What follows belongs to an exercise in optimizing a design on an open flow for small area, a short achievable clock period and few clock cycles; a production flow would make more cautious choices.
In this exercise RTL edits were held to simulation tests only and were not proved equivalent to the original.

[flow/design.v]
package sjpe_pkg;
    localparam int MAX_DEGREE_DEF = 63;
    localparam int MAX_ORDER_DEF  = 15;
    localparam int K_W    = 5;     
    localparam int N_W    = 7;     
    localparam int X_W    = 32;
    localparam int V_W    = 64;
    localparam int M_W    = 128;
    localparam int MULT_W = 16;
    localparam logic [2:0] OP_VALUE   = 3'd0;
    localparam logic [2:0] OP_DERIV   = 3'd1;
    localparam logic [2:0] OP_WEIGHT  = 3'd2;
    localparam logic [2:0] OP_WDERIV  = 3'd3;
    localparam logic [2:0] OP_WDERIV2 = 3'd4;
    localparam logic [1:0] FIN_NONE   = 2'd0;
    localparam logic [1:0] FIN_SCALE  = 2'd1;
    localparam logic [1:0] FIN_WEIGHT = 2'd2;
    localparam logic [1:0] FIN_ZERO   = 2'd3;
    localparam logic [2:0] MS_C1X = 3'd0;
    localparam logic [2:0] MS_MA  = 3'd1;
    localparam logic [2:0] MS_MB  = 3'd2;
    localparam logic [2:0] MS_XX  = 3'd3;
    localparam logic [2:0] MS_FIN = 3'd4;
    typedef struct packed {
        logic signed [X_W-1:0] x;
        logic [K_W-1:0]        k;
        logic [N_W-1:0]        n;
        logic [1:0]            fin;
        logic                  negate;
        logic                  halve;
        logic [MULT_W-1:0]     mult;
        logic                  ns;
    } job_t;
    typedef struct packed {
        logic       init;
        logic       mul_start;
        logic [2:0] msel;
        logic       keep_t;
        logic       keep_ma;
        logic       combine;
        logic       div_start;
        logic       fin_rnd;
        logic       step;
        logic       load_w;
        logic       fin_res;
        logic       out_load;
    } cmd_t;
    typedef struct packed {
        logic mul_done;
        logic div_done;
        logic more;
        logic out_free;
    } stat_t;
endpackage
module symmetric_jacobi_poly_eval
(
    input  logic               clk,
    input  logic               rst_n,
    input  logic               in_valid,
    output logic               in_stall,
    input  logic [2:0]         operation,
    input  logic [5:0]         degree,
    input  logic signed [31:0] x_value,
    output logic               out_valid,
    input  logic               out_stall,
    output logic signed [63:0] result_value,
    output logic               saturated,
    output logic               not_supported,
    input  logic               psel,
    input  logic               penable,
    input  logic               pwrite,
    input  logic [2:0]         paddr,
    input  logic [31:0]        pwdata,
    output logic [31:0]        prdata,
    output logic               pready
);
    localparam int R  = 8;           
    localparam int ND = 64 / R;      
    localparam int NX = 32 / R;      
    localparam logic [2:0] S_IDLE = 3'd0;
    localparam logic [2:0] S_WARM = 3'd1;
    localparam logic [2:0] S_PASS = 3'd2;
    localparam logic [2:0] S_MLST = 3'd3;    
    localparam logic [2:0] S_COMB = 3'd4;    
    localparam logic [2:0] S_FIN1 = 3'd5;    
    localparam logic [2:0] S_FIN  = 3'd6;    
    localparam logic [1:0] M_REC = 2'd0;    
    localparam logic [1:0] M_FIN = 2'd1;    
    localparam logic [1:0] M_X2  = 2'd2;    
    logic [3:0] order_reg;
    logic [3:0] prd_reg;
    assign pready = 1'b1;
    always_ff @(posedge clk or negedge rst_n)
    begin
        if (!rst_n)
            order_reg <= 4'd0;
        else if (psel && penable && pwrite && (paddr[2] == 1'b0))
            order_reg <= pwdata[3:0];
    end
    always_ff @(posedge clk)
    begin
        if (psel && !penable)
            prd_reg <= paddr[2] ? 4'd0 : order_reg;
    end
    assign prdata = {28'b0, prd_reg};
    logic [2:0]   state;
    logic [3:0]   cnt;          
    logic [3:0]   pstart;       
    logic         x2act;        
    logic [1:0]   xcnt;
    logic         wload;        
    logic         dv;           
    logic         dfirst;
    logic [1:0]   dmode;
    logic [R-1:0] dig_a;
    logic [21:0]  tb_r;         
    logic [31:0]  x_r;
    logic         xsign;
    wire  [31:0]  xabs = x_r;   
    logic [4:0]   kq;           
    logic [6:0]   nq;           
    logic         f_zero, f_weight, f_halve, f_neg, f_ns;
    logic [12:0]  mult;
    logic [61:0]  c1x;          
    logic [37:0]  xj;           
    logic [12:0]  c2;           
    logic [6:0]   jj;
    logic [12:0]  dnext;        
    logic [6:0]   ii;
    logic [12:0]  ddiv;         
    logic [14:0]  ddiv3;        
    logic [15:0]  ddiv5, ddiv7;  
    logic [12:0]  rem;
    logic [63:0]  dvd;
    logic         ovf;          
    logic         dneg;         
    logic [63:0]  pmag;         
    logic         psign;
    logic         cur_na;       
    logic         psub;
    logic [1:0]   pmode;
    logic         psrc_div;
    logic         pconst;       
    logic         sat_r;
    logic         wsign;
    logic [127:0] acc;
    logic         qhi;          
    logic         fneg;
    logic         ov_r;
    logic [63:0]  res_r;
    logic         sat_o, ns_o;
    wire take_ok = (state == S_IDLE) || ((state == S_FIN) && !ov_r);
    assign in_stall      = !take_ok;
    assign out_valid     = ov_r;
    assign result_value  = res_r;
    assign saturated     = sat_o;
    assign not_supported = ns_o;
    wire accept   = in_valid && take_ok;
    wire x2busy   = x2act || wload || (dv && dmode == M_X2);
    wire out_free = !ov_r || !out_stall;
    function automatic logic [127:0] bk_add(input logic [127:0] a, input logic [127:0] b,
                                            input logic cin);
        logic [127:0] g, p, gg, pp;
        g  = a & b;
        p  = a ^ b;
        gg = {g[127:1], g[0] | (p[0] & cin)};
        pp = p;
        for (int l = 0; l < 7; l++)
            for (int i = 0; i < 128; i++)
                if (((i + 1) % (2 << l)) == 0)
                begin
                    gg[i] = gg[i] | (pp[i] & gg[i - (1 << l)]);
                    pp[i] = pp[i] & pp[i - (1 << l)];
                end
        for (int l = 5; l >= 0; l--)
            for (int i = 0; i < 128; i++)
                if ((((i + 1) % (2 << l)) == (1 << l)) && (i >= (2 << l)))
                begin
                    gg[i] = gg[i] | (pp[i] & gg[i - (1 << l)]);
                    pp[i] = pp[i] & pp[i - (1 << l)];
                end
        bk_add = p ^ {gg[126:0], cin};
    endfunction
    function automatic logic [255:0] csa(input logic [127:0] a, input logic [127:0] b,
                                         input logic [127:0] c);
        logic [127:0] sm, cy;
        sm  = a ^ b ^ c;
        cy  = (a & b) | (a & c) | (b & c);
        csa = {cy[126:0], 1'b0, sm};
    endfunction
    logic [4:0]  kq_c;
    logic [6:0]  nq_c;
    logic        zero_c, weight_c, halve_c, neg_c, ns_c;
    logic [12:0] mult_c;
    always_comb
    begin
        kq_c     = {1'b0, order_reg};
        nq_c     = {1'b0, degree};
        zero_c   = 1'b0;
        weight_c = 1'b0;
        halve_c  = 1'b0;
        neg_c    = 1'b0;
        ns_c     = 1'b0;
        mult_c   = 13'd1;
        case (operation)
            3'd0: ;
            3'd1, 3'd3:
            begin
                if (operation == 3'd1 || order_reg == 4'd0)
                begin
                    kq_c    = {1'b0, order_reg} + 5'd1;
                    nq_c    = {1'b0, degree} - 7'd1;
                    zero_c  = (degree == 6'd0);
                    halve_c = 1'b1;
                    mult_c  = 13'(degree) + 13'({order_reg, 1'b0}) + 13'd1;
                end
                else
                begin
                    kq_c   = {1'b0, order_reg} - 5'd1;
                    nq_c   = {1'b0, degree} + 7'd1;
                    neg_c  = 1'b1;
                    mult_c = 13'({degree + 7'd1, 1'b0});
                end
            end
            3'd2:
                weight_c = 1'b1;
            3'd4:
            begin
                if (order_reg == 4'd0)
                begin
                    zero_c = 1'b1;
                    ns_c   = 1'b1;
                end
                else
                begin
                    neg_c  = 1'b1;
                    mult_c = (13'(degree) + 13'd1) * (13'(degree) + 13'({order_reg, 1'b0}));
                end
            end
            default:
                zero_c = 1'b1;
        endcase
    end
    function automatic logic [15:0] r8step(input logic [12:0] rm, input logic [2:0] bits,
                                           input logic [12:0] d, input logic [14:0] d3,
                                           input logic [15:0] d5, input logic [15:0] d7);
        logic [15:0] r8;
        logic [16:0] sb [1:7];
        logic [7:1]  ge;
        logic [2:0]  q;
        logic [12:0] r;
        r8 = {rm, bits};
        sb[1] = {1'b0, r8} - {4'b0, d};
        sb[2] = {1'b0, r8} - {3'b0, d, 1'b0};
        sb[3] = {1'b0, r8} - {2'b0, d3};
        sb[4] = {1'b0, r8} - {2'b0, d, 2'b0};
        sb[5] = {1'b0, r8} - {1'b0, d5};
        sb[6] = {1'b0, r8} - {1'b0, d3, 1'b0};
        sb[7] = {1'b0, r8} - {1'b0, d7};
        for (int m = 1; m <= 7; m++)
            ge[m] = !sb[m][16];
        q = 3'd0;
        r = r8[12:0];
        for (int m = 1; m <= 7; m++)
            if (ge[m])
            begin
                q = 3'(m);
                r = sb[m][12:0];
            end
        r8step = {q, r};
    endfunction
    logic [12:0]  dv_rem;
    logic [R-1:0] dv_q;
    logic [14:0]  dv_r4;
    logic [15:0]  dv_s1, dv_s2, dv_s3;
    always_comb
    begin
        {dv_q[7:5], dv_rem} = r8step(rem, dvd[63:61], ddiv, ddiv3, ddiv5, ddiv7);
        {dv_q[4:2], dv_rem} = r8step(dv_rem, dvd[60:58], ddiv, ddiv3, ddiv5, ddiv7);
        dv_r4 = {dv_rem, dvd[57:56]};
        dv_s1 = {1'b0, dv_r4} - {3'b0, ddiv};
        dv_s2 = {1'b0, dv_r4} - {2'b0, ddiv, 1'b0};
        dv_s3 = {1'b0, dv_r4} - {1'b0, ddiv3};
        if (!dv_s3[15])
        begin
            dv_q[1:0] = 2'd3;
            dv_rem = dv_s3[12:0];
        end
        else if (!dv_s2[15])
        begin
            dv_q[1:0] = 2'd2;
            dv_rem = dv_s2[12:0];
        end
        else if (!dv_s1[15])
        begin
            dv_q[1:0] = 2'd1;
            dv_rem = dv_s1[12:0];
        end
        else
        begin
            dv_q[1:0] = 2'd0;
            dv_rem = dv_r4[12:0];
        end
    end
    logic [R-1:0] ovf_dig;
    always_comb
    begin
        if (cnt == 4'd0)
            ovf_dig = dneg ? {1'b1, {(R-1){1'b0}}} : {1'b0, {(R-1){1'b1}}};
        else
            ovf_dig = dneg ? {R{1'b0}} : {R{1'b1}};
    end
    logic [63:0]  p0_sh;
    logic [R-1:0] p0_dig;
    always_comb
    begin
        p0_sh  = 64'h0000_0000_4000_0000 << (R * cnt);
        p0_dig = p0_sh[63:64-R];
    end
    always_comb
    begin
        b_dig  = pconst ? p0_dig : pmag[63:64-R];
        b_prod = c2 * b_dig;
        if (pmode != M_REC)
            b_term = 22'd0;
        else if (psub)
            b_term = ~{1'b0, b_prod} + 22'd1;
        else
            b_term = {1'b0, b_prod};
    end
    logic [R-1:0] div_dig;
    assign div_dig = ovf ? ovf_dig : dv_q;
    logic [61:0]  coef_a;
    logic [R-1:0] b_dig;
    logic [20:0]  b_prod;
    logic [21:0]  b_term;
    logic [127:0] term_b;
    logic [127:0] acc_nx;
    logic [127:0] rows [0:R+1];
    logic [127:0] l1s [0:2];
    logic [127:0] l1c [0:2];
    logic [127:0] l2s [0:1];
    logic [127:0] l2c [0:1];
    logic [127:0] l3s, l3c, l4s, l4c, l5s, l5c;
    always_comb
    begin
        coef_a = c1x;
        term_b = {{76{tb_r[21]}}, tb_r, 30'b0};
        for (int t = 0; t < R; t++)
            rows[t] = dig_a[t] ? (128'(coef_a) << t) : 128'd0;
        rows[R]     = dfirst ? 128'd0 : {acc[127-R:0], {R{1'b0}}};
        rows[R + 1] = term_b;
        {l1c[0], l1s[0]} = csa(rows[0], rows[1], rows[2]);
        {l1c[1], l1s[1]} = csa(rows[3], rows[4], rows[5]);
        {l1c[2], l1s[2]} = csa(rows[6], rows[7], rows[8]);
        {l2c[0], l2s[0]} = csa(l1s[0], l1c[0], l1s[1]);
        {l2c[1], l2s[1]} = csa(l1c[1], l1s[2], l1c[2]);
        {l3c, l3s}       = csa(l2s[0], l2c[0], l2s[1]);
        {l4c, l4s}       = csa(l3s, l3c, l2c[1]);
        {l5c, l5s}       = csa(l4s, l4c, rows[9]);
        acc_nx = bk_add(l5s, l5c, 1'b0);
    end
    logic         cb_s;
    logic [127:0] cb_t;
    logic [97:0]  cb_T;
    logic         cb_ovf, cb_sat, cb_neg;
    function automatic logic [1:0] comb_chk(input logic [97:0] t, input logic neg,
                                            input logic [12:0] d);
        logic [34:0] th;
        logic        ov, st;
        th = t[97:63];
        ov = (|th[34:13]) || (th[12:0] >= d);
        if (neg)
            st = (|th[34:13]) || (th[12:0] > d)
              || ((th[12:0] == d) && ((|t[62:13]) || (t[12:0] >= d)));
        else
            st = ov;
        comb_chk = {ov, st};
    endfunction
    always_comb
    begin
        cb_s   = acc[127];
        cb_t   = bk_add(acc ^ {128{cb_s}}, {86'b0, dnext, 29'b0}, cb_s);
        cb_T   = cb_t[127:30];
        cb_neg = cur_na ^ cb_s;
        {cb_ovf, cb_sat} = comb_chk(cb_T, cb_neg, dnext);
    end
    logic [2:0]   sk;
    logic [3:0]   sk_l;            
    logic [127:0] sk_x;            
    logic [15:0]  sk_b;            
    logic [16:0]  sk_s;            
    logic [103:35] sk_z;           
    logic [7:1]   sk_a, sk_p;
    always_comb
    begin
        sk_x = acc ^ {128{acc[127]}};
        for (int j = 0; j < 16; j++)
            sk_b[j] = |sk_x[8 * j +: 8];
        sk_s[16] = 1'b0;
        for (int j = 15; j >= 0; j--)
            sk_s[j] = sk_s[j + 1] | sk_b[j];
        for (int k = 35; k <= 103; k++)
            sk_z[k] = !(sk_s[(k >> 3) + 1] | (|(sk_x[8 * (k >> 3) +: 8] >> (k & 7))));
        sk_l = 4'd0;
        for (int b = 0; b < 13; b++)
            if (dnext[b])
                sk_l = 4'(b);
        for (int t = 1; t <= 7; t++)
        begin
            sk_a[t] = 1'b0;
            for (int l = 0; l < 13; l++)
                if (sk_l == 4'(l))
                    sk_a[t] = sk_z[91 + l - 8 * t];
            if (t <= 6)
                if (sk_z[107 - 8 * t] && (sk_x[94 - 8 * t +: 13] < dnext - 13'd2))
                    sk_a[t] = 1'b1;
            sk_p[t] = (ii == nq) || ((pmag >> (64 - 8 * t)) == 64'd0);
        end
        sk = 3'd0;
        for (int t = 1; t <= 7; t++)
            if (sk_a[t] && sk_p[t])
                sk = 3'(t);
    end
    logic [127:0] fn_sum;
    logic [79:0]  fn_q;
    logic [63:0]  fn_lim, fn_mag, fn_val;
    logic [127:0] fn_neg;
    logic         fn_over;
    always_comb
    begin
        fn_sum = bk_add(f_weight ? {59'b0, acc[127:59]} : {47'b0, acc[80:0]}, 128'd0, 1'b1);
        fn_q   = (f_weight || f_halve) ? fn_sum[80:1] : acc[79:0];
        fn_lim  = fneg ? 64'h8000_0000_0000_0000 : 64'h7fff_ffff_ffff_ffff;
        fn_over = qhi || (dvd[63] && (!fneg || (|dvd[62:0])));
        fn_mag  = fn_over ? fn_lim : dvd;
        fn_neg  = bk_add({64'b0, ~fn_mag}, 128'd0, 1'b1);
        fn_val  = fneg ? fn_neg[63:0] : fn_mag;
    end
    logic         w_gt;
    logic [63:0]  w_dif;
    logic [127:0] w_neg;
    always_comb
    begin
        w_gt  = (|acc[63:61]) || (acc[60] && (|acc[59:0]));
        w_dif = {acc[63:60] - 4'd1, acc[59:0]};
        w_neg = bk_add({64'b0, ~w_dif}, 128'd0, 1'b1);
    end
    logic [127:0] x_neg, c1x_a, xj_a, u1s, u1c, u2s, u2c;
    logic [31:0]  xin_abs;
    logic         warm_last, dbl, j0;
    assign warm_last = (jj == 7'(kq) + 7'd1);
    assign dbl       = (state == S_WARM) && !warm_last;
    assign xin_abs   = x_value[31] ? x_neg[31:0] : x_value;
    assign j0        = !kq_c[0];       
    always_comb
    begin
        {u1c, u1s} = csa({82'b0, c1x[45:0]},
                         dbl ? {87'b0, xj, 3'b0} : {88'b0, xj, 2'b0},
                         dbl ? {94'b0, xabs, 2'b0} : {96'b0, xabs});
        {u2c, u2s} = csa(u1s, u1c, dbl ? {95'b0, xabs, 1'b0} : 128'd0);
        c1x_a = bk_add(u2s, u2c, 1'b0);
        xj_a  = bk_add({90'b0, xj}, dbl ? {95'b0, xabs, 1'b0} : {96'b0, xabs}, 1'b0);
        x_neg = bk_add({96'b0, ~x_value}, 128'd0, 1'b1);
    end
    always_ff @(posedge clk or negedge rst_n)
    begin
        if (!rst_n)
        begin
            state <= S_IDLE;
            x2act <= 1'b0;
            wload <= 1'b0;
            dv    <= 1'b0;
            ov_r  <= 1'b0;
        end
        else
        begin
            dv    <= 1'b0;
            wload <= dv && (dmode == M_X2) && !x2act;
            if (out_free)
                ov_r <= 1'b0;
            if (x2act)
            begin
                dv <= 1'b1;
                if (xcnt == 2'(NX - 1))
                    x2act <= 1'b0;
            end
            case (state)
                S_IDLE:
                    if (accept)
                        state <= zero_c ? S_FIN : S_WARM;
                S_WARM:
                    if (warm_last)
                    begin
                        state <= S_PASS;
                        if (nq < 7'd2 && f_weight)
                            x2act <= 1'b1;
                    end
                S_PASS:
                begin
                    if (x2busy)
                        ;
                    else
                    begin
                        dv <= 1'b1;
                        if (cnt == 4'(ND - 1))
                            state <= S_MLST;
                    end
                end
                S_MLST:
                    state <= (pmode == M_REC) ? S_COMB : S_FIN1;
                S_FIN1:
                    state <= S_FIN;
                S_COMB:
                begin
                    state <= S_PASS;
                    if (ii == nq && f_weight)
                        x2act <= 1'b1;
                end
                S_FIN:
                    if (out_free)
                    begin
                        ov_r <= 1'b1;
                        if (accept)
                            state <= zero_c ? S_FIN : S_WARM;
                        else
                            state <= S_IDLE;
                    end
                default:
                    state <= S_IDLE;
            endcase
        end
    end
    always_ff @(posedge clk)
    begin
        if (accept)
        begin
            kq       <= kq_c;
            nq       <= nq_c;
            f_zero   <= zero_c;
            f_weight <= weight_c;
            f_halve  <= halve_c;
            f_neg    <= neg_c;
            f_ns     <= ns_c;
            mult     <= mult_c;
            xsign    <= x_value[31];
            x_r      <= xin_abs;
            c1x      <= j0 ? 62'(xin_abs) : 62'd0;
            xj       <= j0 ? 38'(xin_abs) : 38'd0;
            c2       <= '0;
            jj       <= {6'b0, j0};
            dnext    <= {6'b0, kq_c, 2'b0} + 13'd4;
            ii       <= 7'd2;
            pmag     <= 64'h0000_0000_4000_0000;
            psign    <= 1'b0;
            sat_r    <= 1'b0;
            cnt      <= 4'd0;
            pstart   <= 4'd0;
        end
        if (!x2act)
            xcnt <= 2'd0;
        if (x2act)
        begin
            xcnt   <= xcnt + 2'd1;
            dig_a  <= xabs[31 - R * xcnt -: R];
            dfirst <= (xcnt == 2'd0);
            dmode  <= M_X2;
            tb_r   <= 22'd0;
        end
        acc <= acc_nx;
        if (wload)
        begin
            wsign <= w_gt;
            c1x   <= w_gt ? w_dif[61:0] : w_neg[61:0];
        end
        case (state)
            S_WARM:
            begin
                if (warm_last && nq < 7'd2)
                    c1x <= f_weight ? 62'(xabs) : 62'(mult);
                else
                    c1x <= 62'(c1x_a[45:0]);
                xj  <= xj_a[37:0];
                c2  <= dbl ? (c2 + {4'b0, jj, 2'b0} + 13'd2) : (c2 + {5'b0, jj, 1'b0});
                jj  <= dbl ? (jj + 7'd2) : (jj + 7'd1);
                if (warm_last)
                begin
                    pmag   <= (nq != 7'd0) ? {2'b0, xj, 24'b0} : {pmag[39:0], 24'b0};
                    cnt    <= 4'd3;
                    pstart <= 4'd3;
                end
                if (warm_last && nq != 7'd0)
                    psign <= xsign;
                cur_na   <= 1'b0;
                psub     <= 1'b1;
                pconst   <= 1'b1;
                psrc_div <= 1'b0;
                pmode    <= (nq >= 7'd2) ? M_REC : M_FIN;
            end
            S_PASS:
            begin
                if (!x2busy)
                begin
                    cnt    <= (cnt == 4'(ND - 1)) ? 4'd0 : cnt + 4'd1;
                    dfirst <= (cnt == pstart);
                    dmode  <= pmode;
                    tb_r   <= b_term;
                    if (psrc_div)
                    begin
                        dig_a <= div_dig;
                        pmag  <= {pmag[63-R:0], div_dig};
                        rem   <= dv_rem;
                        dvd   <= {dvd[63-R:0], {R{1'b0}}};
                        if (cnt == 4'(ND - 1))
                            psign <= dneg;
                    end
                    else
                    begin
                        dig_a <= pmag[63:64-R];
                        pmag  <= {pmag[63-R:0], pmag[63:64-R]};
                    end
                end
            end
            S_COMB:
            begin
                {rem, dvd} <= cb_T[76:0] << (R * sk);
                pmag     <= pmag << (R * sk);
                cnt      <= {1'b0, sk};
                pstart   <= {1'b0, sk};
                ddiv     <= dnext;
                ddiv3    <= {2'b0, dnext} + {1'b0, dnext, 1'b0};
                ddiv5    <= {3'b0, dnext} + {1'b0, dnext, 2'b0};
                ddiv7    <= {dnext, 3'b0} - {3'b0, dnext};
                ovf      <= cb_ovf;
                dneg     <= cb_neg;
                sat_r    <= sat_r | cb_sat;
                cur_na   <= xsign ^ cb_neg;
                psub     <= (xsign ^ cb_neg) != !psign;
                pconst   <= 1'b0;
                psrc_div <= 1'b1;
                pmode    <= (ii == nq) ? M_FIN : M_REC;
                dnext    <= dnext + {5'b0, ii, 1'b0} + {7'b0, kq, 1'b0} + 13'd1;
                ii       <= ii + 7'd1;
                if (ii == nq)
                    c1x  <= f_weight ? 62'(xabs) : 62'(mult);
                else
                    c1x  <= 62'(c1x_a[45:0]);
                xj       <= xj_a[37:0];
                c2       <= c2 + {5'b0, jj, 1'b0};
                jj       <= jj + 7'd1;
            end
            S_FIN1:
            begin
                dvd  <= fn_q[63:0];
                qhi  <= |fn_q[79:64];
                fneg <= f_weight ? (psign ^ wsign) : (psign ^ f_neg);
            end
            S_FIN:
            begin
                if (out_free)
                begin
                    res_r <= f_zero ? 64'd0 : fn_val;
                    sat_o <= f_zero ? 1'b0 : (sat_r | fn_over);
                    ns_o  <= f_zero ? f_ns : 1'b0;
                end
            end
            default: ;
        endcase
    end
endmodule
[flow/flow/run.sh]
#!/bin/bash
set -euo pipefail
MARGIN_NS=8
sed -e "s/ SETUP_SLACK_MARGIN=[0-9.]*//" \
    -e "s/CLKGATE_MAP_FILE= /CLKGATE_MAP_FILE= SETUP_SLACK_MARGIN=${MARGIN_NS} /" \
    standard.sh > standard_margin.sh
grep -q "SETUP_SLACK_MARGIN=${MARGIN_NS}" standard_margin.sh
bash standard_margin.sh > flow_make.log 2>&1
[flow/standard.sh]
#!/bin/bash
# synth_recipe.tcl (not shown) runs the flow's synth.tcl, then flattens the netlist and writes it again
# the make line also repeats each setting of config.mk as NAME=value (left out here)
make -C /OpenROAD-flow-scripts/flow DESIGN_CONFIG=/design/flow/config.mk WORK_HOME=/design/flow/orfs CLKGATE_MAP_FILE= SYNTH_SCRIPT=/design/flow/synth_recipe.tcl "${@:-finish}"
[flow/config.mk]
export PLATFORM = sky130hd
export DESIGN_NAME = symmetric_jacobi_poly_eval
export DESIGN_NICKNAME = symmetric_jacobi_poly_eval
export VERILOG_FILES = /design/flow/design.v
export SDC_FILE = /design/flow/constraint.sdc
export NUM_CORES = 4
export LEC_CHECK = 0
export ABC_CLOCK_PERIOD_IN_PS = 15000
export CAP_MARGIN = 20
export CORE_MARGIN = 2
export CORE_UTILIZATION = 55
export PLACE_DENSITY = 0.75
export SETUP_SLACK_MARGIN = 5
export SLEW_MARGIN = 20
[flow/constraint.sdc]
create_clock -name core_clock -period 16.0 [get_ports {clk}]
set_input_delay 3.2000 -clock core_clock [delete_from_list [all_inputs] [get_ports {clk}]]
set_output_delay 3.2000 -clock core_clock [all_outputs]
set_load 0.01 [all_outputs]
==> metrics.md, run 1 <==
| Metric | Value |
|---|---|
| Hold path startpoint | dmode[0]$_DFF_P_ |
| CP Capture Point | rem[8]$_DFFE_PP_ |
| Endpoint class of the critical path | flip-flop |
| Mapped Area | 91590 µm² |
| CTS buffer count | 83 |
| RSZ-0062 raised after global routing | yes |
| Fin. Hold Viols | 0 |
| Worst-path clk slew | 0.07 ns |
| R2R Setup Slk | 6.77 ns |
| Synth area leaders | fa_1 16%, edfxtp_1 14%, ha_1 13% |
| Clock latency on the worst-skew pair | 0.77 ns |
| GRT Overall Usage | 0.4162 |
| Fin nets | 12780 |
| Layout cells sized above 1 | 0.1117 |
| Startpoint types | flip-flop |
| Min cycle time layout | 9.225 ns |
| Global placer's final weighted congestion | 1.065 |
| Final setup fails | 0 |
| Drt total wl | 365.7 mm |
| Fin Clk Skew | 0.08815 ns |
| Synth Warn # | 8 |
| Vias in the first global route | 82670 |
| Rel. slew slack | 0.1753 |
| Synthesized netlist cell count | 10750 |
| Fill cell count | 13960 |
| FMAX | 0.1084 GHz |
| Die W | 412.1 µm |
| P&R area growth vs syn | 13.40% |
| IO Pins | 184 |
| DIE HEIGHT | 412.1 µm |
| Crit path from | rem[4]$_DFFE_PP_ |
| Max reg flops | 128 |
| Initial core utilization | 0.5545 |
| Initial antenna violation count | 27 |
| Drt wl/cell | 27.64 µm |
| Crit share post-route | 0.5766 |
| Ys flop type | edfxtp_1 |
| Clock tree buffer depth | 3 |
| Critical Path AT | 9.80 ns |
| Clk root buf | clkbuf_16 |
| Max FO, Critical Path | 8 |
| Reg2Reg Capture Point | rem[8]$_DFFE_PP_ |
| Hpwl dp | 273.5 mm |
| CTS tree | yes |
| Initial DRC count | 10240 |
| First-pass detailed-route iteration total | 7 |
| Max Slew Vio Count | 0 |
| Cell taking the most area after synthesis | fa_1 |
| IO Port Bufs | 124 |
| DP Worst Slack | 4.350 ns |
| Detailed-route via count | 85250 |
| Ys async rst share | 0.01659 |
| Crit Path Category | reg -> reg |
| Most frequent CP cell | a21oi_2 |
| Worst Tran Pin Value | 1.232 ns |
| FF+latch count, synth | 663 |
| Pin count of the biggest net entering global routing | 131 |
| RR Startpoint | rem[4]$_DFFE_PP_ |
| Fin worst setup slack | 6.775 ns |
| Worst reg2reg path depth | 38 |
| Core ar. | 165200 µm² |
| Synth Area per Inst | 8.523 µm² |
| Final TNS setup | 0 ns |
| Crit-path max cell delay | 0.82 ns |
| Final ANT Viol Nets | 0 |
| Vias/cell | 6.444 |
| EDFF count, synth | 416 |
| Critical path's slowest cell | edfxtp_1 |
| Hold_buf cts | 0 |
| Htree depth | 3 |
| Required time worst endpoint | 16.57 ns |
| First-pass GRT wire length | 527.8 mm |
| Die ar. | 169800 µm² |
| Remaining DRCs | 0 |
| Status | complete, no violations |
| Hold crit path type | reg -> reg |
| Clk sinks | 663 |
| Max capacitance violation total | 0 |
| Share of Yosys cell area claimed by the top area cell type | 0.1631 |
| Biggest register | acc |
| GRT overflow | 0 |
| Row Count | 149 |
| Fraction of the yosys area taken by sequential cells | 0.1910 |
| Synth unique cells | 112 |
[per-stage QoR]
step | instance area [µm²] | utilization | std cells | hold WS, ns
2_1_floorplan | 91920 | - | 10770 | 0.4124
3_3_place_gp | 95230 | 0.5765 | 12750 | 0.4306
3_5_place_dp | 95230 | 0.5765 | 12750 | 0.4317
4_1_cts | 101600 | 0.6152 | 13100 | 0.4452
5_1_grt | 103800 | 0.6287 | 13220 | 0.4684
6_report | 103900 | 0.6288 | 13230 | 0.4470
[what timing repair did]
item / in CTS / in global routing
pin swaps: 130 / 127
buffers inserted: 190 / 108
cloned: 7 / 13
setup endpoints to repair: 196 / 67
resized for setup: 374 / 218
hold endpoints to repair: 0 / 0
[cell type report]
type                            instances  area [µm²]  share of cell area
Multi-Input combinational cell       8350       69900              0.6730
Sequential cell                       663       17550              0.1690
Timing Repair Buffer                  626        5953             0.05732
Inverter                             1240        4758             0.04581
Tap cell                             2189        2739             0.02637
Clock buffer                          112        2419             0.02329
Clock inverter                         43       524.3            0.005048
Antenna cell                            7       17.52           0.0001687
[metal layers]
layer / wire length (µm) / share of wire / up-vias / global-route usage
met5: 84 / 0.00023 / - / 0
met4: 29330 / 0.080 / 12 / 0.2642
met3: 40300 / 0.11 / 1223 / 0.09338
met2: 157500 / 0.43 / 4994 / 0.6344
met1: 138500 / 0.38 / 41590 / 0.5343
li1: - / - / 37440 / -
[worst max-delay path: cells and delay by family, from the launching register on]
kind / cells / cell delay [ns]
compound gates: 24 / 4.60
fa+ha+maj: 3 / 0.94
buf+inv: 5 / 0.88
flops: 1 / 0.82
mux: 1 / 0.24
simple gates: 5 / 1.52
[cell families after synthesis]
group,after synthesis,share of synthesized area
AOI/OAI and AO/OA,2385,0.1696
xor gates and xnor gates,621,0.05938
adders and majority gates,1730,0.2975
buffers and inverters,1763,0.07511
DFF,663,0.1910
muxes,281,0.03205
other,2,0.00008199
and+or+nand+nor,3302,0.1754
[synth_stat cells (201+ instances only)]
cell type / number
ha_1: 984
nor2_1: 706
nand2_1: 1094
o21ai_0: 592
xor2_1: 263
and2_1: 430
dfxtp_1: 236
mux2i_1: 201
xnor2_1: 358
fa_1: 746
inv_1: 1236
edfxtp_1: 416
clkbuf_1: 374
a21oi_1: 566
[cells in the final DEF (no fill, tap or decap), types with 182 or more instances in the layout]
cell and instances:
a21oi_1 535, o21ai_0 548, ha_1 950, nor2_1 677, buf_4 415, xor2_1 254
mux2i_1 197, fa_1 739, inv_1 1200, nand2_1 1085, dfxtp_1 211, xnor2_1 347
a21o_1 182, edfxtp_1 416, and2_1 424
[worst min path at each step]
stage	endpoint	cells after the start
3_5_place_dp	wload$_DFF_PN0_	1
6_report	wload$_DFF_PN0_	1
4_1_cts	wload$_DFF_PN0_	1
2_1_floorplan	wload$_DFF_PN0_	1
3_3_place_gp	wload$_DFF_PN0_	1
5_1_grt	wload$_DFF_PN0_	1
Testbench counts, summed over its fixed seeds: cycles 70,716.
==> run 2, diff against run 1 <==
--- a/flow/flow/run.sh
+++ b/flow/flow/run.sh
@@ -1,6 +1,6 @@
 #!/bin/bash
 set -euo pipefail
-MARGIN_NS=8
+MARGIN_NS=7
 sed -e "s/ SETUP_SLACK_MARGIN=[0-9.]*//" \
     -e "s/CLKGATE_MAP_FILE= /CLKGATE_MAP_FILE= SETUP_SLACK_MARGIN=${MARGIN_NS} /" \
     standard.sh > standard_margin.sh
==> metrics.md, run 2 <==
| Metric | Value |
|---|---|
| P&R area growth vs syn | 10.63% |
| First-pass GRT wire length | 526.7 mm (-0.21%) |
| GR Layer Usage met2 | 0.6400 (+0.005554) |
| Initial antenna violation count | 23 (-15%) |
| Pin count of the biggest net entering global routing | 185 (+41%) |
| Synth Warn # | 8 (unchanged) |
| Hold_buf cts | 0 (unchanged) |
| Synth top cells by count | 1236 x inv_1, 1094 x nand2_1, 984 x ha_1, 746 x fa_1, 706 x nor2_1 |
| Global Route met1 Usage | 0.5320 (-0.002281) |
| Final setup fails | 0 (unchanged) |
| Critical Path AT | 9.83 ns (+0.03 ns) |
| EDFF count, synth | 416 (unchanged) |
| Met3 Use GR | 0.09559 (+0.002212) |
| Initial DRC count | 9297 (-9.2%) |
| Htree depth | 3 (unchanged) |
| Clock tree buffer depth | 3 (unchanged) |
| FF+latch count, synth | 663 (unchanged) |
| Most frequent CP cell | a21oi_2 |
| Max capacitance violation total | 0 (unchanged) |
| Synth area leaders | fa_1 16%, edfxtp_1 14%, ha_1 13% |
| Global placer's final weighted congestion | 1.058 (-0.70%) |
| Startpoint types | flip-flop |
| GR peak layer | met2 |
| CP top delay family | compound AO/OA/AOI/OAI gates |
| Row Count | 149 (unchanged) |
| Rel. slew slack | 0.1391 (-0.03614) |
| Synthesized netlist cell count | 10750 (unchanged) |
| Final TNS setup | 0 ns (unchanged) |
| Clk root buf | clkbuf_16 |
| CTS tree | yes |
| IO Port Bufs | 124 (unchanged) |
| Min cycle time layout | 9.338 ns (+0.1133 ns) |
| Required time worst endpoint | 16.49 ns (-0.08 ns) |
| Max FO, Critical Path | 7 (-1) |
| Drt total wl | 358.5 mm (-2.0%) |
| Die ar. | 169800 µm² (unchanged) |
| Fin Clk Skew | 0.07093 ns (-0.01721 ns) |
| Fin nets | 12680 (-0.77%) |
| Share of Yosys cell area claimed by the top area cell type | 0.1631 (unchanged) |
| GRT Overall Usage | 0.4162 (about the same) |
| Status | complete, no violations |
| Worst Tran Pin Value | 1.288 ns (+0.05653 ns) |
| Core ar. | 165200 µm² (unchanged) |
| First-pass detailed-route iteration total | 6 (-1) |
| Most frequent cells in the layout | 1218 x inv_1, 1089 x nand2_1, 969 x ha_1, 743 x fa_1, 694 x nor2_1 |
| Critical path's slowest cell | a2111oi_4 |
| Fraction of the yosys area taken by sequential cells | 0.1910 (unchanged) |
| Hpwl dp | 277.3 mm (+1.4%) |
| Detailed-route via count | 83970 (-1.5%) |
| RSZ-0062 raised after global routing | yes |
| Die W | 412.1 µm (unchanged) |
| Initial core utilization | 0.5545 (unchanged) |
| Remaining DRCs | 0 (unchanged) |
| IO Pins | 184 (unchanged) |
| Vias/cell | 6.394 (-0.77%) |
| Clock latency on the worst-skew pair | 0.77 ns (about the same) |
| Commonest non-fill, non-tap cell in the layout | inv_1 |
| CTS buffer count | 83 (unchanged) |
| Ys flop type | edfxtp_1 |
| Synth unique cells | 112 (unchanged) |
| Cell taking the most area after synthesis | fa_1 |
| Mapped Area | 91590 µm² (unchanged) |
| Worst-path clk slew | 0.06 ns (about the same) |
| Endpoint class of the critical path | flip-flop |
| Max Slew Vio Count | 0 (unchanged) |
| Fin. Hold Viols | 0 (unchanged) |
| Layout cells sized above 1 | 0.09025 (-0.02149) |
| Clk sinks | 663 (unchanged) |
| Hold crit path type | reg -> reg |
| Final ANT Viol Nets | 0 (unchanged) |
| Buf/Inv on CP | 5 (unchanged) |
| Final Util | 0.6135 (-0.01534) |
| Biggest register | acc |
| Crit Path Category | reg -> reg |
| Crit share post-route | 0.5836 (+0.007079) |
| Vias in the first global route | 81930 (-0.89%) |
| DIE HEIGHT | 412.1 µm (unchanged) |
| Ys async rst share | 0.01659 (unchanged) |
| Drt wl/cell | 27.30 µm (-1.2%) |
| FMAX | 0.1071 GHz (-1.2%) |
| Synth Area per Inst | 8.523 µm² (unchanged) |
| Crit-path max cell delay | 0.43 ns (-0.39 ns) |
| Max reg flops | 128 (unchanged) |
| GRT overflow | 0 (unchanged) |
| Top-count cell post-synth | inv_1 |
run 2: changes by cell type in the layout (fill, tap and decap cells not counted), moves of 10 or more:
cell and delta:
buf_4 -55, o21ai_0 +11, buf_16 -10, clkinvlp_4 -13, nor2_1 +17, nor2_2 -15
inv_1 +18, clkdlybuf4s50_1 +11, ha_4 -20, buf_12 -18, clkbuf_16 -14, dfxtp_1 +13
ha_1 +19
run 2: kinds of logic after synthesis:
logic type / Yosys count / synth area share
compound gates: 2385 / 0.1696
mux: 281 / 0.03205
flops: 663 / 0.1910
simple gates: 3302 / 0.1754
other cells: 2 / 0.00008199
fa+ha+maj: 1730 / 0.2975
xor+xnor: 621 / 0.05938
buf+inv: 1763 / 0.07511
run 2: path summary, 6_finish.rpt:
| kind | from | endpoint | slack, ns | cells after the start |
|---|---|---|---|---|
| worst min-delay path | pstart[2]$_DFF_P_ | pstart[2]$_DFF_P_ | 0.47 | 2 |
| worst max register to register | ddiv3[5]$_DFFE_PP_ | rem[11]$_DFFE_PP_ | 6.66 | 41 |
| worst min register to register | pstart[2]$_DFF_P_ | pstart[2]$_DFF_P_ | 0.47 | 2 |
| max in group asynchronous | rst_n | async pin | 12.59 | 1 |
| min in group asynchronous | rst_n | order_reg[2]$_DFFE_PN0P_ | 2.89 | 1 |
| worst max-delay path | ddiv3[5]$_DFFE_PP_ | rem[11]$_DFFE_PP_ | 6.66 | 41 |
run 2: repair_timing:
item,CTS,global route
gates resized for setup,244,120
cloned,3,2
setup buffers,155,43
pin swaps,100,93
setup endpoints to repair,29,33
run 2: metal layers:
layer | share of wire | vias to the layer above
li1 | - | 37220
met1 | 0.39 | 41110
met2 | 0.44 | 4590
met3 | 0.10 | 1032
met4 | 0.075 | 14
met5 | 0.00037 | -
run 2: worst register-to-register path: cells and delay by family, from the launching register on:
kind | cells | cell delay (ns)
compound gates | 23 | 4.56
simple gates | 9 | 2.24
buf+inv | 5 | 0.86
fa+ha+maj | 3 | 0.84
flops | 1 | 0.40
mux | 1 | 0.23
run 2: through the flow:
stage	area [µm²]	hold slack (ns)	cells	setup slack (ns)
4_1_cts	100400	0.4701	13080	6.843
6_report	101300	0.4749	13130	6.662
3_5_place_dp	95220	0.4506	12770	3.905
2_1_floorplan	91720	0.4124	10770	7.026
5_1_grt	101300	0.5028	13130	6.460
3_3_place_gp	95200	0.4276	12770	3.924
run 2: area by class of cell:
cell class                      instances  area [µm²]
Tap cell                             2189        2739
Timing Repair Buffer                  527        4571
Clock inverter                         49       543.0
Clock buffer                          107        2323
Antenna cell                            7       17.52
Multi-Input combinational cell       8350       68920
Fill cell                           14430       63850
Sequential cell                       663       17510
Inverter                             1240        4702

[re-timing with driven ports]
Ports are ideal in the flow. The routed layouts listed here were re-timed in OpenROAD. Step 1: set_driving_cell puts a clkbuf_16 on clk and a buf_2 on each other input, an assumption about the parent block. Step 2 adds t to the input delays and takes it off the output delays; t is the mean of the earliest and latest rising clock arrival at the registers after step 1. Input paths then give back, and output paths get back, about the clock's delay inside the block. Slacks: ideal / step 1 / step 2; pairs: ideal / step 1.
run | t, ns | slack for setup (ns) | hold WS [ns] | pins driven straight from the clock port
run 1 | 0.818 | 6.775 / 6.775 / 6.775 | 0.447 / 0.447 / 0.447 | 1
run 2 | 0.825 | 6.662 / 6.662 / 6.541 | 0.475 / 0.475 / 0.475 | 1
After both steps setup and hold are still met in every run listed. For run 2, which loses most, drivers alone change the setup slack by 0.000 ns; drivers and shift together by -0.121 ns.
